Background: an optimization exercise with open tools, aiming at a short achievable clock period and few clock cycles per item. Do not read the settings as production practice.
Function was checked by simulation only, so behaviour that the tests miss may differ from the original.
Power and IR drop assume default switching activity.

$ cat run.sh
#!/bin/bash
# synth_recipe.tcl (not shown) runs the flow's synth.tcl, then flattens the netlist and writes it again
# the make line also repeats each setting of config.mk as NAME=value (left out here)
make -C /OpenROAD-flow-scripts/flow DESIGN_CONFIG=/design/flow/config.mk WORK_HOME=/design/flow/orfs CLKGATE_MAP_FILE= SYNTH_SCRIPT=/design/flow/synth_recipe.tcl finish
$ cat config.mk
export PLATFORM = sky130hd
export DESIGN_NAME = etcpu_top
export DESIGN_NICKNAME = etcpu_top
export VERILOG_FILES = /design/flow/design.v
export SDC_FILE = /design/flow/constraint.sdc
export NUM_CORES = 4
export LEC_CHECK = 0
export CAP_MARGIN = 20
export CORE_MARGIN = 2
export CORE_UTILIZATION = 35
export SETUP_SLACK_MARGIN = 3
export SLEW_MARGIN = 20
$ cat constraint.sdc
create_clock -name core_clock -period 5.0 [get_ports {clk}]
set_input_delay 1.0000 -clock core_clock [delete_from_list [all_inputs] [get_ports {clk}]]
set_output_delay 1.0000 -clock core_clock [all_outputs]
set_load 0.01 [all_outputs]
$ cat design.v
`timescale 1ns/1ps
`default_nettype none
package etcpu_pkg;
   localparam int XLEN   = 32;  
   localparam int REG_AW = 5;   
   localparam logic [6:0] OPC_OP     = 7'b0110011;  
   localparam logic [6:0] OPC_OP_IMM = 7'b0010011;  
   localparam logic [6:0] OPC_LUI    = 7'b0110111;  
   localparam logic [6:0] OPC_LOAD   = 7'b0000011;  
   localparam logic [6:0] OPC_STORE  = 7'b0100011;  
   localparam logic [6:0] F7_ALT     = 7'b0100000;  
endpackage
`default_nettype wire
`timescale 1ns/1ps
`default_nettype none
module regfile (
   input  logic        clk,
   input  logic [4:0]  rs1,    
   input  logic [4:0]  rs2,    
   output logic [31:0] rd1,    
   output logic [31:0] rd2,    
   input  logic [31:1] we,     
   input  logic [31:0] wd      
);
   logic [31:0] regs [1:31];  
   always_ff @(posedge clk) begin
      for (int k = 1; k < 32; k++) begin
         if (we[k]) regs[k] <= wd;
      end
   end
   assign rd1 = (rs1 == 5'd0) ? 32'd0 : regs[rs1];
   assign rd2 = (rs2 == 5'd0) ? 32'd0 : regs[rs2];
endmodule
`default_nettype wire
`timescale 1ns/1ps
`default_nettype none
module csel_blocks (
   input  logic [31:0] a,
   input  logic [31:0] b,
   input  logic        ci,
   output logic [62:0] x
);
   logic [8:0] t0;
   logic [8:0] tz [1:3];
   logic [8:0] to [1:3];
   assign t0 = {1'b0, a[7:0]} + {1'b0, b[7:0]} + {8'd0, ci};
   for (genvar k = 1; k < 4; k++) begin : g_blk
      assign tz[k] = {1'b0, a[8*k +: 8]} + {1'b0, b[8*k +: 8]};
      assign to[k] = {1'b0, a[8*k +: 8]} + {1'b0, b[8*k +: 8]} + 9'd1;
   end
   assign x = {t0[7:0], t0[8],
               tz[3][7:0], tz[2][7:0], tz[1][7:0],
               to[3][7:0], to[2][7:0], to[1][7:0],
               tz[3][8], tz[2][8], tz[1][8],
               to[3][8], to[2][8], to[1][8]};
endmodule
module csel_sum (
   input  logic [62:0] x,
   output logic [31:0] s,
   output logic        co     
);
   logic [7:0]  s0;
   logic        c0;
   logic [23:0] sz, so;
   logic [2:0]  cz, cc;
   logic        c8, c16, c24;
   assign {s0, c0, sz, so, cz, cc} = x;
   assign c8  = c0;
   assign c16 = cz[0] | (cc[0] & c0);
   assign c24 = cz[1] | (cc[1] & cz[0]) | (cc[1] & cc[0] & c0);
   assign co  = cz[2] | (cc[2] & cz[1]) | (cc[2] & cc[1] & cz[0])
              | (cc[2] & cc[1] & cc[0] & c0);
   assign s   = {({8{c24}} & so[23:16]) | ({8{!c24}} & sz[23:16]),
                 ({8{c16}} & so[15:8])  | ({8{!c16}} & sz[15:8]),
                 ({8{c8}}  & so[7:0])   | ({8{!c8}}  & sz[7:0]),
                 s0};
endmodule
`default_nettype wire
`timescale 1ns/1ps
`default_nettype none
module etcpu_core (
   input  logic        clk,
   input  logic        rst_n,
   output logic [31:0] inst_mem_addr,
   input  logic [31:0] inst_mem_dat,
   output logic        main_mem_cs,
   output logic        main_mem_wen,
   output logic [31:0] main_mem_addr,
   output logic [31:0] main_mem_wdata,
   input  logic [31:0] main_mem_rdata
);
   logic [7:0]  pc;                   
   logic [31:0] ir;
   logic [31:0] q1, q2;               
   logic        hE1, hM1, hW1, hX1;   
   logic        hE2, hM2, hW2, hX2;
   logic        d_wr;                 
   logic        d_ld, d_st, d_lui, d_op;
   logic        d_use1;               
   logic        d_add, d_sub, d_slt, d_sltu, d_sll, d_sr, d_sra;
   logic        d_and, d_or, d_xor;   
   logic        e_wr, e_ld, e_st, e_slow;
   logic [4:0]  e_rd;
   logic [31:0] ag_a;                 
   logic [11:0] ag_i;
   logic [31:0] ar_a, ar_b;           
   logic        e_add, e_sub, e_slt, e_sltu;
   logic [31:0] sh_a;                 
   logic [3:0]  sl_s0, sl_s1;         
   logic [1:0]  sl_s2;                
   logic [3:0]  sr_s0, sr_s1;         
   logic [1:0]  sr_s2;
   logic        sr_f;                 
   logic [31:0] lg_a, lg_b;           
   logic        lg_and, lg_or, lg_xor;
   logic [31:0] e_sd;
   logic        e_fw_sd;              
   logic        m_wr, m_ld, m_st, m_cs;
   logic [4:0]  m_rd;
   logic [31:0] m_addr;               
   logic [62:0] m_ad, m_sb;           
   logic        m_add, m_sub, m_slt, m_sltu;
   logic        m_a31, m_b31;         
   logic [31:0] m_sh, m_lg;           
   logic [31:0] m_sd;
   logic        w_wr;
   logic [4:0]  w_rd;
   logic [31:1] w_we;                 
   logic [31:0] w_res;
   logic        x_wr;
   logic [4:0]  x_rd;
   logic [31:0] x_res;
   logic        stall;
   logic [31:0] v1, v2;
   logic [31:0] res;                  
   logic [6:0]  f_opc;
   logic [4:0]  f_rd, f_rs1, f_rs2;
   logic [2:0]  f3;
   logic        f_alt;
   logic        f_op, f_opi, f_lui, f_ld, f_st, f_alu;
   logic [31:0] rf1, rf2;
   logic        f_h1d, f_h1e, f_h1m, f_h1w;   
   logic        f_h2d, f_h2e, f_h2m, f_h2w;
   assign inst_mem_addr = {22'd0, pc, 2'b00};
   assign f_opc = inst_mem_dat[6:0];
   assign f_rd  = inst_mem_dat[11:7];
   assign f3    = inst_mem_dat[14:12];
   assign f_rs1 = inst_mem_dat[19:15];
   assign f_rs2 = inst_mem_dat[24:20];
   assign f_alt = (inst_mem_dat[31:25] == etcpu_pkg::F7_ALT);
   assign f_op  = (f_opc == etcpu_pkg::OPC_OP);
   assign f_opi = (f_opc == etcpu_pkg::OPC_OP_IMM);
   assign f_lui = (f_opc == etcpu_pkg::OPC_LUI);
   assign f_ld  = (f_opc == etcpu_pkg::OPC_LOAD);
   assign f_st  = (f_opc == etcpu_pkg::OPC_STORE);
   assign f_alu = f_op || f_opi;
   regfile regfile_i (
      .clk (clk),
      .rs1 (f_rs1),
      .rs2 (f_rs2),
      .rd1 (rf1),
      .rd2 (rf2),
      .we  (w_we),
      .wd  (w_res)
   );
   assign f_h1d = d_wr && (ir[11:7] == f_rs1);
   assign f_h1e = e_wr && (e_rd == f_rs1);
   assign f_h1m = m_wr && (m_rd == f_rs1);
   assign f_h1w = w_wr && (w_rd == f_rs1);
   assign f_h2d = d_wr && (ir[11:7] == f_rs2);
   assign f_h2e = e_wr && (e_rd == f_rs2);
   assign f_h2m = m_wr && (m_rd == f_rs2);
   assign f_h2w = w_wr && (w_rd == f_rs2);
   always_ff @(posedge clk) begin
      if (!rst_n) begin
         pc <= 8'd0;
      end else if (!stall) begin
         pc <= pc + 8'd1;
      end
   end
   always_ff @(posedge clk) begin
      if (!rst_n) begin
         d_wr   <= 1'b0;
         d_ld   <= 1'b0;
         d_st   <= 1'b0;
         d_lui  <= 1'b0;
         d_op   <= 1'b0;
         d_use1 <= 1'b0;
         d_add  <= 1'b0;
         d_sub  <= 1'b0;
         d_slt  <= 1'b0;
         d_sltu <= 1'b0;
         d_sll  <= 1'b0;
         d_sr   <= 1'b0;
         d_sra  <= 1'b0;
         d_and  <= 1'b0;
         d_or   <= 1'b0;
         d_xor  <= 1'b0;
      end else if (!stall) begin
         d_wr   <= (f_alu || f_lui || f_ld) && (f_rd != 5'd0);
         d_ld   <= f_ld;
         d_st   <= f_st;
         d_lui  <= f_lui;
         d_op   <= f_op;
         d_use1 <= f_alu || f_ld || f_st;
         d_add  <= f_alu && (f3 == 3'd0) && !(f_op && f_alt);
         d_sub  <= f_op && (f3 == 3'd0) && f_alt;
         d_slt  <= f_alu && (f3 == 3'd2);
         d_sltu <= f_alu && (f3 == 3'd3);
         d_sll  <= f_alu && (f3 == 3'd1);
         d_sr   <= f_alu && (f3 == 3'd5);
         d_sra  <= f_alu && (f3 == 3'd5) && f_alt;
         d_and  <= f_alu && (f3 == 3'd7);
         d_or   <= (f_alu && (f3 == 3'd6)) || f_lui;
         d_xor  <= f_alu && (f3 == 3'd4);
      end
   end
   always_ff @(posedge clk) begin
      if (stall) begin
         q1  <= v1;
         q2  <= v2;
         hE1 <= 1'b0;
         hM1 <= hE1;
         hW1 <= 1'b0;
         hX1 <= 1'b0;
         hE2 <= 1'b0;
         hM2 <= hE2;
         hW2 <= 1'b0;
         hX2 <= 1'b0;
      end else begin
         ir  <= inst_mem_dat;
         q1  <= rf1;
         q2  <= rf2;
         hE1 <= f_h1d;
         hM1 <= f_h1e && !f_h1d;
         hW1 <= f_h1m && !f_h1e && !f_h1d;
         hX1 <= f_h1w && !f_h1m && !f_h1e && !f_h1d;
         hE2 <= f_h2d;
         hM2 <= f_h2e && !f_h2d;
         hW2 <= f_h2m && !f_h2e && !f_h2d;
         hX2 <= f_h2w && !f_h2m && !f_h2e && !f_h2d;
      end
   end
   logic [31:0] imm_i, imm_u;
   logic [31:0] m_res, mval;
   assign imm_i = {{20{ir[31]}}, ir[31:20]};
   assign imm_u = {ir[31:12], 12'd0};
   assign mval = m_ld ? main_mem_rdata : m_res;
   assign v1 = hM1 ? mval : hW1 ? w_res : hX1 ? x_res : q1;
   assign v2 = hM2 ? mval : hW2 ? w_res : hX2 ? x_res : q2;
   assign stall = e_slow && ((hE1 && d_use1) || (hE2 && d_op));
   logic        u_ar, u_sh, u_lg, u_ag;
   assign u_ar = d_add || d_sub || d_slt || d_sltu;
   assign u_sh = d_sll || d_sr;
   assign u_lg = d_and || d_or || d_xor;
   assign u_ag = d_ld || d_st;
   always_ff @(posedge clk) begin
      if (!rst_n || stall) begin
         e_wr   <= 1'b0;
         e_ld   <= 1'b0;
         e_st   <= 1'b0;
         e_slow <= 1'b0;
      end else begin
         e_wr   <= d_wr;
         e_ld   <= d_ld;
         e_st   <= d_st;
         e_slow <= d_wr && !u_lg;
      end
   end
   logic        aR, bR;               
   logic [31:0] a_e, b_e;             
   logic [31:0] a_v, b_v;             
   logic [4:0]  n_d;                  
   logic [31:0] ld_dat;
   assign ld_dat = main_mem_rdata;
   assign aR  = hE1 && !d_lui;
   assign a_e = d_lui ? 32'd0 :
                ({32{hM1 &&  m_ld}} & ld_dat)
              | ({32{hM1 && !m_ld}} & m_res)
              | ({32{hW1}} & w_res)
              | ({32{hX1}} & x_res)
              | ({32{!(hE1 || hM1 || hW1 || hX1)}} & q1);
   assign bR  = hE2 && d_op;
   assign b_e = d_op ?
                (({32{hM2 &&  m_ld}} & ld_dat)
               | ({32{hM2 && !m_ld}} & m_res)
               | ({32{hW2}} & w_res)
               | ({32{hX2}} & x_res)
               | ({32{!(hE2 || hM2 || hW2 || hX2)}} & q2)) :
                d_lui ? imm_u : imm_i;
   assign a_v = ({32{aR}} & res) | a_e;
   assign b_v = ({32{bR}} & res) | b_e;
   assign n_d = b_v[4:0];
   function automatic logic [3:0] dec2(input logic [1:0] n);
      dec2 = 4'b0001 << n;
   endfunction
   always_ff @(posedge clk) begin
      e_rd    <= ir[11:7];
      ag_a    <= u_ag ? a_v : 32'd0;
      ag_i    <= d_ld ? ir[31:20] : d_st ? {ir[31:25], ir[11:7]} : 12'd0;
      ar_a    <= u_ar ? a_v : 32'd0;
      ar_b    <= u_ar ? b_v : 32'd0;
      e_add   <= d_add;
      e_sub   <= d_sub;
      e_slt   <= d_slt;
      e_sltu  <= d_sltu;
      sh_a    <= u_sh ? a_v : 32'd0;
      sr_f    <= d_sra && a_v[31];
      sl_s0   <= d_sll ? dec2(n_d[1:0]) : 4'd0;
      sl_s1   <= d_sll ? dec2(n_d[3:2]) : 4'd0;
      sl_s2   <= d_sll ? {n_d[4], !n_d[4]} : 2'd0;
      sr_s0   <= d_sr ? dec2(n_d[1:0]) : 4'd0;
      sr_s1   <= d_sr ? dec2(n_d[3:2]) : 4'd0;
      sr_s2   <= d_sr ? {n_d[4], !n_d[4]} : 2'd0;
      lg_a    <= u_lg ? a_v : 32'd0;
      lg_b    <= u_lg ? b_v : 32'd0;
      lg_and  <= d_and;
      lg_or   <= d_or;
      lg_xor  <= d_xor;
      e_sd    <= hE2 ? res : v2;
      e_fw_sd <= hE2 && e_slow;
   end
   logic [31:0] sl1, sl2, sl3, sr1, sr2, sr3;
   logic [31:0] ag_s;
   logic [62:0] ad_x, sb_x;
   csel_blocks ad_blk_i (.a(ar_a), .b(ar_b),  .ci(1'b0), .x(ad_x));
   csel_blocks sb_blk_i (.a(ar_a), .b(~ar_b), .ci(1'b1), .x(sb_x));
   always_comb begin
      sl1 = ({32{sl_s0[0]}} & sh_a)
          | ({32{sl_s0[1]}} & {sh_a[30:0], 1'b0})
          | ({32{sl_s0[2]}} & {sh_a[29:0], 2'b0})
          | ({32{sl_s0[3]}} & {sh_a[28:0], 3'b0});
      sl2 = ({32{sl_s1[0]}} & sl1)
          | ({32{sl_s1[1]}} & {sl1[27:0], 4'b0})
          | ({32{sl_s1[2]}} & {sl1[23:0], 8'b0})
          | ({32{sl_s1[3]}} & {sl1[19:0], 12'b0});
      sl3 = ({32{sl_s2[0]}} & sl2)
          | ({32{sl_s2[1]}} & {sl2[15:0], 16'b0});
      sr1 = ({32{sr_s0[0]}} & sh_a)
          | ({32{sr_s0[1]}} & {{1{sr_f}}, sh_a[31:1]})
          | ({32{sr_s0[2]}} & {{2{sr_f}}, sh_a[31:2]})
          | ({32{sr_s0[3]}} & {{3{sr_f}}, sh_a[31:3]});
      sr2 = ({32{sr_s1[0]}} & sr1)
          | ({32{sr_s1[1]}} & {{4{sr_f}}, sr1[31:4]})
          | ({32{sr_s1[2]}} & {{8{sr_f}}, sr1[31:8]})
          | ({32{sr_s1[3]}} & {{12{sr_f}}, sr1[31:12]});
      sr3 = ({32{sr_s2[0]}} & sr2)
          | ({32{sr_s2[1]}} & {{16{sr_f}}, sr2[31:16]});
   end
   assign res = ({32{lg_and}} & lg_a & lg_b)
              | ({32{lg_or}}  & (lg_a | lg_b))
              | ({32{lg_xor}} & (lg_a ^ lg_b));
   assign ag_s = ag_a + {{20{ag_i[11]}}, ag_i};
   always_ff @(posedge clk) begin
      if (!rst_n) begin
         m_wr <= 1'b0;
         m_ld <= 1'b0;
         m_st <= 1'b0;
         m_cs <= 1'b0;
      end else begin
         m_wr <= e_wr;
         m_ld <= e_ld;
         m_st <= e_st;
         m_cs <= e_ld || e_st;
      end
   end
   always_ff @(posedge clk) begin
      m_rd   <= e_rd;
      m_addr <= ag_s;
      m_ad   <= ad_x;
      m_sb   <= sb_x;
      m_add  <= e_add;
      m_sub  <= e_sub;
      m_slt  <= e_slt;
      m_sltu <= e_sltu;
      m_a31  <= ar_a[31];
      m_b31  <= ar_b[31];
      m_sh   <= sl3 | sr3;
      m_lg   <= res;
      m_sd   <= e_fw_sd ? mval : e_sd;
   end
   logic [31:0] ad_sum, sb_sum;
   logic        ad_co, sb_co;
   logic        lt;
   csel_sum ad_sum_i (.x(m_ad), .s(ad_sum), .co(ad_co));
   csel_sum sb_sum_i (.x(m_sb), .s(sb_sum), .co(sb_co));
   assign lt = (m_slt && ((m_a31 != m_b31) ? m_a31 : sb_sum[31]))
            || (m_sltu && !sb_co);
   assign m_res = ({32{m_add}} & ad_sum) | ({32{m_sub}} & sb_sum)
                | m_sh | m_lg | {31'd0, lt};
   assign main_mem_cs    = m_cs;
   assign main_mem_wen   = m_st;
   assign main_mem_addr  = {m_addr[31:2], 2'b00};
   assign main_mem_wdata = m_sd;
   always_ff @(posedge clk) begin
      if (!rst_n) begin
         w_wr <= 1'b0;
         x_wr <= 1'b0;
      end else begin
         w_wr <= m_wr;
         x_wr <= w_wr;
      end
   end
   always_ff @(posedge clk) begin
      w_rd  <= m_rd;
      for (int k = 1; k < 32; k++) w_we[k] <= rst_n && m_wr && (m_rd == k[4:0]);
      w_res <= mval;
      x_rd  <= w_rd;
      x_res <= w_res;
   end
endmodule
`default_nettype wire
`timescale 1ns/1ps
`default_nettype none
module etcpu_top (
   input  wire         clk,
   input  wire         rst_n,            
   output wire [31:0]  inst_mem_addr,    
   input  wire [31:0]  inst_mem_dat,     
   output wire         main_mem_cs,      
   output wire         main_mem_wen,     
   output wire [31:0]  main_mem_addr,    
   output wire [31:0]  main_mem_wdata,   
   input  wire [31:0]  main_mem_rdata    
);
   etcpu_core core_i (
      .clk            (clk),
      .rst_n          (rst_n),
      .inst_mem_addr  (inst_mem_addr),
      .inst_mem_dat   (inst_mem_dat),
      .main_mem_cs    (main_mem_cs),
      .main_mem_wen   (main_mem_wen),
      .main_mem_addr  (main_mem_addr),
      .main_mem_wdata (main_mem_wdata),
      .main_mem_rdata (main_mem_rdata)
   );
endmodule
`default_nettype wire
==> impl_metrics.py, run 1 <==
metrics = {
    "power": {
        "p_int_mw": 24.4,
        "power_switching_mw": 7.66,
        "p_per_area_nw_per_um2": 322,
        "p_comb_frac": 0.073,
        "swShare": 0.239,
        "p_leak_nw": 34.4,
        "vdd_drop_max_uv": 289,
        "total_power_mw": 32.1,
        "clkPwrFrac": 0.450,
        "seq_power_share": 0.478,
    },
    "cells_and_area": {
        "drive_above_1_share": 0.324,
        "ff_latch_area_sq_um": 45800,
        "nFillCells": 18400,
        "multi_input_area_sq_um": 32500,
        "syn_to_final_growth_pct": 33.6,
        "nNetsFinal": 7259,
    },
    "timing": {
        "max_slew.worst_pin.slew_ns": 1.20,
        "hold_viol_final": 0,
        "drv_slew": 0,
        "setup_tns_ns": 0,
        "fin_crit_ns": 2.68,
        "period_share": 0.537,
        "setup_violations": 0,
        "grt_setup_unrepaired": "true",
        "skew_ns": 0.0716,
        "relSlewSlack": 0.203,
        "fmax_ghz": 0.373,
    },
    "critical_path": {
        "reg2reg_depth": 11,
        "critPathLaunch": "core_i.m_sb[54]",
        "cp.arrival_ns": 3.33,
        "critPathKind": "reg -> reg",
        "end_kind": "register",
        "cp_max_fo": 8,
        "r2r-start": "core_i.m_sb[54]",
        "cp-start-kind": "register",
        "required_ns": 5.65,
    },
    "global_routing": {
        "first_global_vias": 62000,
        "grtUsageTotal": 0.337,
        "antenna_found_initial": 22,
        "grt_pass1_wl_mm": 512,
        "grt_max_degree": 51,
        "grt-ovfl-total": 0,
    },
    "hold_path": {
        "hp-start": "core_i.e_sub",
        "hold_depth": 0,
        "hold_path_class": "reg -> reg",
    },
    "floorplanning": {
        "fp.dieArea_sq_um": 217000,
        "ioPinCount": 164,
        "initial_utilization": 0.352,
        "die_width_um": 466,
        "core_region_area_sq_um": 212000,
        "rows": 169,
        "die_h_um": 466,
    },
    "synthesis": {
        "synth_area_sq_um": 74700,
        "syn-instance-count": 6326,
        "ys_ff_latch": 1746,
        "synth_cell_types": 86,
        "synth-main-ff-cell": "edfxtp_1",
        "synth_edf_count": 1049,
        "ys_warn_count": 38,
        "synth.avg_cell_area_sq_um": 11.8,
        "ys_async_sr_fraction": 0,
        "synth_seq_area_share": 0.609,
    },
    "cts": {
        "numCtsBuffers": 181,
        "htree_num_levels": 4,
        "hold_buffers": 0,
        "cts_tree": "done",
        "clock_latency_ns": 0.91,
        "clockRootBuffer": "clkbuf_16",
        "clockBufferDepth": 3,
        "clkSinkCount": 1746,
        "clk_pin_slew_worst_paths_ns": 0.07,
    },
    "placement": {
        "placement.io_buffers": 137,
        "hpwl_mm": 232,
        "routabilityCongestion": 1.03,
    },
    "route": {
        "post_drt_via_cell_ratio": 6.68,
        "ant_nets": 0,
        "drc": 0,
        "drtPass1Iterations": 15,
        "drt_iter0_drc": 12700,
        "vias": 67200,
        "post_drt_wl_per_cell_um": 38.2,
        "totalWireLength_mm": 384,
    },
    "flow_run": {
        "drv_cap": 0,
    },
    "status": {
        "status": "complete, no violations",
    },
}
==> per-stage QoR <==
step	utilization	cell area, sq um	std cells	worst slack (ns)	hold slack [ns]
global route	0.470	99700	10000	2.25	0.342
global placement	0.384	81400	9086	0.269	0.312
detailed placement	0.384	81400	9086	0.163	0.320
finish	0.470	99800	10100	2.32	0.335
floorplan	-	76800	6351	2.37	0.310
CTS	0.453	96200	9865	2.27	0.337
==> cells in the mapped netlist, types with 19 or more instances <==
cell type,instances,area [sq um]
and2_1,48,300
mux2_2,88,991
o31ai_1,27,203
a221oi_1,229,2010
o21bai_1,26,195
mux2i_1,67,671
dfxtp_1,697,14000
nor4_1,57,357
a22o_1,247,2160
a22oi_1,655,4920
xnor2_1,87,762
a31o_2,19,166
nand2_1,425,1600
nand4_1,155,970
nor2_1,420,1580
nand3_1,186,931
a222oi_1,103,1030
buf_1,64,240
a21oi_1,266,1330
nand2b_1,54,338
o21ai_0,134,671
a211oi_1,21,158
a21boi_0,22,165
a21o_1,33,248
buf_2,88,440
buf_4,28,210
ha_1,132,1650
xor2_1,70,613
inv_1,196,736
nor2b_1,53,332
clkbuf_1,309,1160
edfxtp_1,1049,31500
nor3_1,73,365
==> worst paths after layout <==
check,end,slack [ns]
worst max register to register,core_i.q1[27],2.32
worst min-delay path,core_i.m_sub,0.33
worst min register to register,core_i.m_sub,0.33
worst max-delay path,core_i.q1[27],2.32
==> layout by cell type, fill, tap and decap left out, types with 155 or more instances in the layout <==
| master | synthesis | final |
|---|---|---|
| edfxtp_1 | 1049 | 1049 |
| dfxtp_1 | 697 | 576 |
| a22oi_1 | 655 | 574 |
| buf_4 | 28 | 515 |
| nand2_1 | 425 | 335 |
| nor2_1 | 420 | 302 |
| a22o_1 | 247 | 228 |
| buf_6 | 1 | 201 |
| clkbuf_16 | 0 | 193 |
| inv_1 | 196 | 181 |
| nand3_1 | 186 | 159 |
| a21oi_1 | 266 | 158 |
| nand4_1 | 155 | 155 |
==> registers in the layout, indices dropped and copies added (netlist names), 8 cells and up <==
register               count
core_i.pc                  8
core_i.ag_a               32
core_i.lg_a               32
core_i.m_ad               61
core_i.e_sd               32
core_i.ar_a               32
core_i.ag_i               12
core_i.lg_b               32
core_i.w_res              32
core_i.x_res              32
core_i.m_addr             30
core_i.ar_b               32
core_i.q2                 32
core_i.regfile_i.regs    992
core_i.q1                 32
core_i.m_sh               32
core_i.ir                 25
core_i.w_we               31
core_i.m_sb               56
core_i.sh_a               32
core_i.m_sd               32
core_i.m_lg               32
==> cell families after synthesis <==
group,count (synthesis),share of synthesized area
XOR/XNOR,157,0.0184
multiplexers,156,0.0225
buffers and inverters,688,0.0376
flip-flops,1746,0.609
AND/OR/NAND/NOR,1529,0.0961
adder cells (fa/ha/maj),141,0.0244
AO/OA/AOI/OAI,1908,0.192
other,1,0.0000502
==> timing repair <==
item | CTS | global route
resized for setup | 1313 | 459
endpoints found under the hold margin | 0 | 0
setup endpoints to repair | 588 | 524
setup buffers | 425 | 153
pin swaps | 350 | 303
cloned | 17 | 10
==> power groups by stage <==
stage / clock (mW) / sequential (mW) / combinational (mW)
3_3_place_gp: 0 / 15.6 / 1.68
3_5_place_dp: 0 / 15.6 / 1.68
4_1_cts: 14.5 / 15.3 / 2.09
2_1_floorplan: 0 / 15.6 / 0.878
6_report: 14.4 / 15.3 / 2.33
5_1_grt: 15.1 / 15.3 / 2.35
==> final cells by class <==
type / instances / share of cell area
inverters: 198 / 0.00789
repair buffers: 1001 / 0.109
clock buffers: 226 / 0.0485
clock inverters: 111 / 0.0148
diodes: 22 / 0.000552
multi-input cells: 3925 / 0.325
flip-flops and latches: 1746 / 0.459
well taps: 2821 / 0.0354
==> layer usage <==
metal  GRT usage  part of all wire  vias up
met5     0.00659           0.00056        -
met4       0.218             0.090       18
met3       0.135              0.15     2011
met2       0.489              0.41     6423
met1       0.413              0.35    32700
li1            -                 -    26000
==> critical path: stages, from the launching register on <==
cell and delay (ns):
dfxtp_4 0.37, a21o_4 0.27, a21oi_4 0.18, buf_12 0.15, buf_6 0.09, buf_6 0.08, mux2_4 0.29, a22o_4 0.27
nor4_4 0.19, a21oi_4 0.14, a21oi_4 0.31, o22ai_1 0.11
Testbench counts, summed over its fixed seeds: cycles 16,514, instrs 15,616.
==> inputs of run 2 (changes only) <==
--- a/design.v
+++ b/design.v
@@ -35,9 +35,10 @@
 `timescale 1ns/1ps
 `default_nettype none
-module csel_blocks (
+module csel_add (
    input  logic [31:0] a,
    input  logic [31:0] b,
    input  logic        ci,
-   output logic [62:0] x
+   output logic [55:0] x,
+   output logic [3:0]  c
 );
    logic [8:0] t0;
@@ -49,30 +50,25 @@
       assign to[k] = {1'b0, a[8*k +: 8]} + {1'b0, b[8*k +: 8]} + 9'd1;
    end
-   assign x = {t0[7:0], t0[8],
+   assign x = {t0[7:0],
                tz[3][7:0], tz[2][7:0], tz[1][7:0],
-               to[3][7:0], to[2][7:0], to[1][7:0],
-               tz[3][8], tz[2][8], tz[1][8],
-               to[3][8], to[2][8], to[1][8]};
+               to[3][7:0], to[2][7:0], to[1][7:0]};
+   assign c[0] = t0[8];
+   assign c[1] = tz[1][8] | (to[1][8] & t0[8]);
+   assign c[2] = tz[2][8] | (to[2][8] & tz[1][8]) | (to[2][8] & to[1][8] & t0[8]);
+   assign c[3] = tz[3][8] | (to[3][8] & tz[2][8]) | (to[3][8] & to[2][8] & tz[1][8])
+               | (to[3][8] & to[2][8] & to[1][8] & t0[8]);
 endmodule
-module csel_sum (
-   input  logic [62:0] x,
-   output logic [31:0] s,
-   output logic        co     
+module csel_pick (
+   input  logic [55:0] x,
+   input  logic [3:0]  c,
+   output logic [31:0] s
 );
    logic [7:0]  s0;
-   logic        c0;
    logic [23:0] sz, so;
-   logic [2:0]  cz, cc;
-   logic        c8, c16, c24;
-   assign {s0, c0, sz, so, cz, cc} = x;
-   assign c8  = c0;
-   assign c16 = cz[0] | (cc[0] & c0);
-   assign c24 = cz[1] | (cc[1] & cz[0]) | (cc[1] & cc[0] & c0);
-   assign co  = cz[2] | (cc[2] & cz[1]) | (cc[2] & cc[1] & cz[0])
-              | (cc[2] & cc[1] & cc[0] & c0);
-   assign s   = {({8{c24}} & so[23:16]) | ({8{!c24}} & sz[23:16]),
-                 ({8{c16}} & so[15:8])  | ({8{!c16}} & sz[15:8]),
-                 ({8{c8}}  & so[7:0])   | ({8{!c8}}  & sz[7:0]),
-                 s0};
+   assign {s0, sz, so} = x;
+   assign s = {({8{c[2]}} & so[23:16]) | ({8{!c[2]}} & sz[23:16]),
+               ({8{c[1]}} & so[15:8])  | ({8{!c[1]}} & sz[15:8]),
+               ({8{c[0]}} & so[7:0])   | ({8{!c[0]}} & sz[7:0]),
+               s0};
 endmodule
 `default_nettype wire
@@ -95,4 +91,5 @@
    logic        hE1, hM1, hW1, hX1;   
    logic        hE2, hM2, hW2, hX2;
+   logic        hQ1, hQ2;             
    logic        d_wr;                 
    logic        d_ld, d_st, d_lui, d_op;
@@ -100,8 +97,10 @@
    logic        d_add, d_sub, d_slt, d_sltu, d_sll, d_sr, d_sra;
    logic        d_and, d_or, d_xor;   
+   logic [11:0] d_off;                
    logic        e_wr, e_ld, e_st, e_slow;
    logic [4:0]  e_rd;
-   logic [31:0] ag_a;                 
-   logic [11:0] ag_i;
+   logic [12:0] ag_lo;                
+   logic [19:0] ag_h0, ag_hp, ag_hm;  
+   logic        ag_s;                 
    logic [31:0] ar_a, ar_b;           
    logic        e_add, e_sub, e_slt, e_sltu;
@@ -116,8 +115,11 @@
    logic [31:0] e_sd;
    logic        e_fw_sd;              
+   logic        sh_aL, lg_aL, lg_bL;  
+   logic        e_sra;
    logic        m_wr, m_ld, m_st, m_cs;
    logic [4:0]  m_rd;
    logic [31:0] m_addr;               
-   logic [62:0] m_ad, m_sb;           
+   logic [55:0] m_ad, m_sb;           
+   logic [3:0]  m_adc, m_sbc;         
    logic        m_add, m_sub, m_slt, m_sltu;
    logic        m_a31, m_b31;         
@@ -214,4 +216,5 @@
          d_or   <= (f_alu && (f3 == 3'd6)) || f_lui;
          d_xor  <= f_alu && (f3 == 3'd4);
+         d_off  <= f_st ? {inst_mem_dat[31:25], inst_mem_dat[11:7]} : inst_mem_dat[31:20];
       end
    end
@@ -224,8 +227,10 @@
          hW1 <= 1'b0;
          hX1 <= 1'b0;
+         hQ1 <= !hE1;
          hE2 <= 1'b0;
          hM2 <= hE2;
          hW2 <= 1'b0;
          hX2 <= 1'b0;
+         hQ2 <= !hE2;
       end else begin
          ir  <= inst_mem_dat;
@@ -236,8 +241,10 @@
          hW1 <= f_h1m && !f_h1e && !f_h1d;
          hX1 <= f_h1w && !f_h1m && !f_h1e && !f_h1d;
+         hQ1 <= !(f_h1w || f_h1m || f_h1e || f_h1d);
          hE2 <= f_h2d;
          hM2 <= f_h2e && !f_h2d;
          hW2 <= f_h2m && !f_h2e && !f_h2d;
          hX2 <= f_h2w && !f_h2m && !f_h2e && !f_h2d;
+         hQ2 <= !(f_h2w || f_h2m || f_h2e || f_h2d);
       end
    end
@@ -249,5 +256,18 @@
    assign v1 = hM1 ? mval : hW1 ? w_res : hX1 ? x_res : q1;
    assign v2 = hM2 ? mval : hW2 ? w_res : hX2 ? x_res : q2;
-   assign stall = e_slow && ((hE1 && d_use1) || (hE2 && d_op));
+   logic        f_use1, f_lgop, f_shop, f_lgu2, stall_n;
+   assign f_use1 = f_alu || f_ld || f_st;
+   assign f_lgop = (f_alu && f3[2] && (f3 != 3'd5)) || f_lui;
+   assign f_shop = f_alu && (f3[1:0] == 2'd1);
+   assign f_lgu2 = f_op && f3[2] && (f3 != 3'd5);
+   assign stall_n = stall ? ((d_ld || d_st) && hE1) : (
+        (d_wr && !u_lg && !d_ld && ((f_h1d && f_use1) || (f_h2d && f_op)))
+     || (d_wr && d_ld && f_h1d && f_use1 && !(f_lgop || f_shop))
+     || (d_wr && d_ld && f_h2d && f_op && !f_lgu2)
+     || ((f_ld || f_st) && (f_h1d || f_h1e || f_h1m || f_h1w)));
+   always_ff @(posedge clk) begin
+      if (!rst_n) stall <= 1'b0;
+      else        stall <= stall_n;
+   end
    logic        u_ar, u_sh, u_lg, u_ag;
    assign u_ar = d_add || d_sub || d_slt || d_sltu;
@@ -280,5 +300,5 @@
               | ({32{hW1}} & w_res)
               | ({32{hX1}} & x_res)
-              | ({32{!(hE1 || hM1 || hW1 || hX1)}} & q1);
+              | ({32{hQ1}} & q1);
    assign bR  = hE2 && d_op;
    assign b_e = d_op ?
@@ -287,9 +307,13 @@
                | ({32{hW2}} & w_res)
                | ({32{hX2}} & x_res)
-               | ({32{!(hE2 || hM2 || hW2 || hX2)}} & q2)) :
+               | ({32{hQ2}} & q2)) :
                 d_lui ? imm_u : imm_i;
    assign a_v = ({32{aR}} & res) | a_e;
    assign b_v = ({32{bR}} & res) | b_e;
    assign n_d = b_v[4:0];
+   logic [31:0] ag_b;
+   logic [11:0] ag_off;
+   assign ag_b   = q1;
+   assign ag_off = d_off;
    function automatic logic [3:0] dec2(input logic [1:0] n);
       dec2 = 4'b0001 << n;
@@ -297,6 +321,13 @@
    always_ff @(posedge clk) begin
       e_rd    <= ir[11:7];
-      ag_a    <= u_ag ? a_v : 32'd0;
-      ag_i    <= d_ld ? ir[31:20] : d_st ? {ir[31:25], ir[11:7]} : 12'd0;
+      ag_lo   <= u_ag ? {1'b0, ag_b[11:0]} + {1'b0, ag_off} : 13'd0;
+      ag_h0   <= u_ag ? ag_b[31:12] : 20'd0;
+      ag_hp   <= u_ag ? ag_b[31:12] + 20'd1 : 20'd0;
+      ag_hm   <= u_ag ? ag_b[31:12] - 20'd1 : 20'd0;
+      ag_s    <= u_ag && ag_off[11];
+      sh_aL   <= u_sh && hE1 && e_ld;
+      lg_aL   <= u_lg && hE1 && e_ld && !d_lui;
+      lg_bL   <= u_lg && hE2 && e_ld && d_op;
+      e_sra   <= d_sra;
       ar_a    <= u_ar ? a_v : 32'd0;
       ar_b    <= u_ar ? b_v : 32'd0;
@@ -322,13 +353,20 @@
    end
    logic [31:0] sl1, sl2, sl3, sr1, sr2, sr3;
-   logic [31:0] ag_s;
-   logic [62:0] ad_x, sb_x;
-   csel_blocks ad_blk_i (.a(ar_a), .b(ar_b),  .ci(1'b0), .x(ad_x));
-   csel_blocks sb_blk_i (.a(ar_a), .b(~ar_b), .ci(1'b1), .x(sb_x));
+   logic [19:0] ag_hi;
+   logic [55:0] ad_x, sb_x;
+   logic [3:0]  ad_c, sb_c;
+   csel_add ad_blk_i (.a(ar_a), .b(ar_b),  .ci(1'b0), .x(ad_x), .c(ad_c));
+   csel_add sb_blk_i (.a(ar_a), .b(~ar_b), .ci(1'b1), .x(sb_x), .c(sb_c));
+   logic [31:0] sh_ax, lg_ax, lg_bx;
+   logic        sr_fx;
+   assign sh_ax = sh_a | ({32{sh_aL}} & main_mem_rdata);
+   assign sr_fx = sr_f | (e_sra && sh_aL && main_mem_rdata[31]);
+   assign lg_ax = lg_a | ({32{lg_aL}} & main_mem_rdata);
+   assign lg_bx = lg_b | ({32{lg_bL}} & main_mem_rdata);
    always_comb begin
-      sl1 = ({32{sl_s0[0]}} & sh_a)
-          | ({32{sl_s0[1]}} & {sh_a[30:0], 1'b0})
-          | ({32{sl_s0[2]}} & {sh_a[29:0], 2'b0})
-          | ({32{sl_s0[3]}} & {sh_a[28:0], 3'b0});
+      sl1 = ({32{sl_s0[0]}} & sh_ax)
+          | ({32{sl_s0[1]}} & {sh_ax[30:0], 1'b0})
+          | ({32{sl_s0[2]}} & {sh_ax[29:0], 2'b0})
+          | ({32{sl_s0[3]}} & {sh_ax[28:0], 3'b0});
       sl2 = ({32{sl_s1[0]}} & sl1)
           | ({32{sl_s1[1]}} & {sl1[27:0], 4'b0})
@@ -337,19 +375,21 @@
       sl3 = ({32{sl_s2[0]}} & sl2)
           | ({32{sl_s2[1]}} & {sl2[15:0], 16'b0});
-      sr1 = ({32{sr_s0[0]}} & sh_a)
-          | ({32{sr_s0[1]}} & {{1{sr_f}}, sh_a[31:1]})
-          | ({32{sr_s0[2]}} & {{2{sr_f}}, sh_a[31:2]})
-          | ({32{sr_s0[3]}} & {{3{sr_f}}, sh_a[31:3]});
+      sr1 = ({32{sr_s0[0]}} & sh_ax)
+          | ({32{sr_s0[1]}} & {{1{sr_fx}}, sh_ax[31:1]})
+          | ({32{sr_s0[2]}} & {{2{sr_fx}}, sh_ax[31:2]})
+          | ({32{sr_s0[3]}} & {{3{sr_fx}}, sh_ax[31:3]});
       sr2 = ({32{sr_s1[0]}} & sr1)
-          | ({32{sr_s1[1]}} & {{4{sr_f}}, sr1[31:4]})
-          | ({32{sr_s1[2]}} & {{8{sr_f}}, sr1[31:8]})
-          | ({32{sr_s1[3]}} & {{12{sr_f}}, sr1[31:12]});
+          | ({32{sr_s1[1]}} & {{4{sr_fx}}, sr1[31:4]})
+          | ({32{sr_s1[2]}} & {{8{sr_fx}}, sr1[31:8]})
+          | ({32{sr_s1[3]}} & {{12{sr_fx}}, sr1[31:12]});
       sr3 = ({32{sr_s2[0]}} & sr2)
-          | ({32{sr_s2[1]}} & {{16{sr_f}}, sr2[31:16]});
+          | ({32{sr_s2[1]}} & {{16{sr_fx}}, sr2[31:16]});
    end
-   assign res = ({32{lg_and}} & lg_a & lg_b)
-              | ({32{lg_or}}  & (lg_a | lg_b))
-              | ({32{lg_xor}} & (lg_a ^ lg_b));
-   assign ag_s = ag_a + {{20{ag_i[11]}}, ag_i};
+   assign res = ({32{lg_and}} & lg_ax & lg_bx)
+              | ({32{lg_or}}  & (lg_ax | lg_bx))
+              | ({32{lg_xor}} & (lg_ax ^ lg_bx));
+   assign ag_hi = ({20{ag_lo[12] == ag_s}} & ag_h0)
+                | ({20{ag_lo[12] && !ag_s}} & ag_hp)
+                | ({20{!ag_lo[12] && ag_s}} & ag_hm);
    always_ff @(posedge clk) begin
       if (!rst_n) begin
@@ -367,7 +407,9 @@
    always_ff @(posedge clk) begin
       m_rd   <= e_rd;
-      m_addr <= ag_s;
+      m_addr <= {ag_hi, ag_lo[11:0]};
       m_ad   <= ad_x;
+      m_adc  <= ad_c;
       m_sb   <= sb_x;
+      m_sbc  <= sb_c;
       m_add  <= e_add;
       m_sub  <= e_sub;
@@ -381,10 +423,9 @@
    end
    logic [31:0] ad_sum, sb_sum;
-   logic        ad_co, sb_co;
+   csel_pick ad_pick_i (.x(m_ad), .c(m_adc), .s(ad_sum));
+   csel_pick sb_pick_m (.x(m_sb), .c(m_sbc), .s(sb_sum));
    logic        lt;
-   csel_sum ad_sum_i (.x(m_ad), .s(ad_sum), .co(ad_co));
-   csel_sum sb_sum_i (.x(m_sb), .s(sb_sum), .co(sb_co));
    assign lt = (m_slt && ((m_a31 != m_b31) ? m_a31 : sb_sum[31]))
-            || (m_sltu && !sb_co);
+            || (m_sltu && !m_sbc[3]);
    assign m_res = ({32{m_add}} & ad_sum) | ({32{m_sub}} & sb_sum)
                 | m_sh | m_lg | {31'd0, lt};
==> run 2 against run 1 <==
Still clean on timing, DRC and antenna. Clock skew increased by 0.013 ns. Worst hold slack got worse by 0.0081 ns. Final cell count is 5.2% higher. Via count is 6.4% higher. Worst setup slack better by 0.073 ns. Maximum frequency rose by 2.8%. Design area up 7.5%. Count of clock-buffer cells in the layout grew 6. Global-route usage increased by 0.24 points. Largest power group unchanged.
==> impl_metrics.py, run 2 <==
metrics = {
    "global_routing": {
        "grtUsageTotal": 0.340,
        "grt-ovfl-total": 0,
        "grt_max_degree": 67,
        "antenna_found_initial": 35,
        "grt_pass1_wl_mm": 531,
        "first_global_vias": 65500,
    },
    "route": {
        "drt_iter0_drc": 14000,
        "post_drt_via_cell_ratio": 6.76,
        "post_drt_wl_per_cell_um": 38.0,
        "vias": 71500,
        "ant_nets": 0,
        "drtPass1Iterations": 12,
        "drc": 0,
        "totalWireLength_mm": 402,
    },
    "synthesis": {
        "ys_warn_count": 38,
        "yosysTopAreaCellShare": 0.415,
        "synth_edf_count": 1061,
        "synth_cell_types": 92,
        "synth_area_sq_um": 76800,
        "synth.avg_cell_area_sq_um": 11.7,
        "synthTopCellsByCount": "edfxtp_1 (1061), a22oi_1 (974), dfxtp_1 (725)",
        "synth.largest_area_cell": "edfxtp_1",
        "synth_seq_area_share": 0.604,
        "ys_async_sr_fraction": 0,
        "synth_area_leaders": "edfxtp_1 (42%), dfxtp_1 (19%), a22oi_1 (9.5%)",
        "synth-main-ff-cell": "edfxtp_1",
        "synth_most_common_cell": "edfxtp_1",
        "syn-instance-count": 6542,
        "ys_ff_latch": 1786,
    },
    "timing": {
        "setup_violations": 0,
        "grt_setup_unrepaired": "true",
        "drv_slew": 0,
        "hold_slack_ns": 0.326,
        "max_slew.worst_pin.slew_ns": 1.27,
        "skew_ns": 0.0844,
        "fmax_ghz": 0.383,
        "relSlewSlack": 0.155,
        "fin_crit_ns": 2.61,
        "hold_viol_final": 0,
        "period_share": 0.522,
    },
    "cts": {
        "numCtsBuffers": 190,
        "clockBufferDepth": 3,
        "clk_pin_slew_worst_paths_ns": 0.06,
        "clockRootBuffer": "clkbuf_16",
        "cts_tree": "done",
        "clkSinkCount": 1786,
        "clock_latency_ns": 0.94,
        "htree_num_levels": 4,
        "hold_buffers": 0,
    },
    "floorplanning": {
        "ioPinCount": 164,
        "initial_utilization": 0.353,
        "fp.dieArea_sq_um": 223000,
        "core_region_area_sq_um": 218000,
        "die_h_um": 472,
        "rows": 171,
        "die_width_um": 472,
    },
    "power": {
        "p_leak_nw": 37.7,
        "vdd_drop_max_uv": 262,
        "p_per_area_nw_per_um2": 311,
    },
    "cells_and_area": {
        "nNetsFinal": 7728,
        "drive_above_1_share": 0.383,
        "fin_area_sq_um": 107000,
        "largest-register": "core_i.regfile_i.regs",
        "largest_reg_flops": 992,
        "syn_to_final_growth_pct": 39.7,
        "final_cell_mix": "edfxtp_1 (1061), a22oi_1 (777), buf_4 (648)",
        "largestRegisters": "core_i.regfile_i.regs (992), core_i.m_ad (56), core_i.m_sb (49)",
        "final_common_cell": "edfxtp_1",
    },
    "status": {
        "status": "complete, no violations",
    },
    "placement": {
        "place_area_sq_um": 83900,
        "placement.io_buffers": 137,
        "hpwl_mm": 234,
        "routabilityCongestion": 1.03,
    },
    "critical_path": {
        "critPathKind": "in -> reg",
        "cp.arrival_ns": 3.37,
        "cp-start-kind": "input port",
        "end_kind": "register",
        "cp_max_fo": 8,
        "required_ns": 5.76,
    },
    "flow_run": {
        "drv_cap": 0,
    },
    "hold_path": {
        "hold_path_class": "reg -> reg",
    },
}
-- run 2: cell count changes after synthesis, sizes merged, moves of 29 or more --
cell / delta
a221oi: -204
a22o: -166
a22oi: +320
buf: +34
inv: -41
mux2: +29
mux2i: +34
nand2: +71
nand2b: -32
nand3: -74
nand4: -46
o211ai: +34
o21ai: +68
o2bb2ai: +35
-- run 2: final timing paths --
kind,from,end,slack [ns],cells after the start
setup / recovery,inst_mem_dat[23],core_i.q2[17],2.39,11
hold / removal,core_i.e_add,core_i.m_add,0.33,0
setup reg to reg,core_i.ar_b[8],core_i.m_sbc[3],2.54,11
hold reg to reg,core_i.e_add,core_i.m_add,0.33,0
-- run 2: cells by family after synthesis --
kind of cell	after synthesis	synth area share
buffers and inverters	659	0.0359
XOR/XNOR	160	0.0183
AO/OA/AOI/OAI	2023	0.192
multiplexers	219	0.0305
AND/OR/NAND/NOR	1568	0.0973
other	1	0.0000489
flip-flops	1786	0.604
adder cells (fa/ha/maj)	126	0.0213
-- run 2: layout make-up --
cell class	count	area, sq um
inverters	156	591
multi-input cells	4129	35700
fillers	18300	110000
well taps	2854	3570
diodes	27	67.6
flip-flops and latches	1786	46700
repair buffers	1274	14100
clock inverters	118	1430
clock buffers	232	5060
-- run 2: where the power goes --
part           switching [mW]  total (mW)  internal, mW
combinational            1.60        2.79          1.18
clock                    6.27        14.9          8.59
sequential              0.132        15.7          15.6
-- run 2: metrics by stage --
stage | util | std cells | power, mW | worst slack [ns] | setup TNS, ns
floorplan | - | 6567 | 16.9 | 2.26 | 0
global placement | 0.385 | 9354 | 17.8 | -0.681 | -1.04
detailed placement | 0.386 | 9358 | 17.8 | 0.00553 | 0
CTS | 0.468 | 10300 | 32.9 | 2.53 | 0
global route | 0.493 | 10600 | 34.0 | 2.47 | 0
finish | 0.493 | 10600 | 33.3 | 2.39 | 0
-- run 2: layer usage --
layer	vias up	routed length, um	GRT usage
met2	7280	164000	0.487
li1	27300	-	-
met4	36	38800	0.236
met3	2348	62800	0.159
met1	34500	136000	0.400
met5	-	822	0.0117
-- run 2: critical path, cell delays in order --
cell	delay, ns
buf_12	0.11
buf_4	0.12
or2_2	0.23
nor2_4	0.08
buf_12	0.16
buf_4	0.22
a22oi_1	0.22
and4_1	0.22
nand4_1	0.19
nor4_4	0.64
o2bb2ai_1	0.12
-- run 2: repair_timing --
action / 4_1_cts / 5_1_grt
buffers inserted: 584 / 219
cloned: 31 / 7
setup endpoints to repair: 540 / 456
pin swaps: 552 / 504
gates resized for setup: 1656 / 717
Testbench counts of run 2, summed over its fixed seeds: cycles 16,735, instrs 15,616.

==> re-timing with driven ports <==
In the flow no input, the clock included, has a driving cell. The finished layouts below were timed again as built, in two steps. Step 1 sets driving cells, clkbuf_16 on the clock port and buf_2 on the other inputs (assumed; they add their load-dependent delay and slew). Step 2 also shifts input and output timing later by t, the mid clock arrival at the registers, as if the neighbouring blocks saw the same clock. a / b / c = ideal ports / drivers / drivers and shift; a / b = the first two.
run | shift t [ns] | setup slack, ns | worst setup path at the end | latest minus earliest clock arrival (ns)
run 1 | 0.960 | 2.317 / 2.105 / 1.145 | input to register | 0.071 / 0.072
run 2 | 0.974 | 2.391 / 2.315 / 1.341 | input to register | 0.104 / 0.104
After both steps setup and hold are still met in every run listed. For run 1, which loses most, drivers alone change the setup slack by -0.212 ns; drivers and shift together by -1.172 ns.
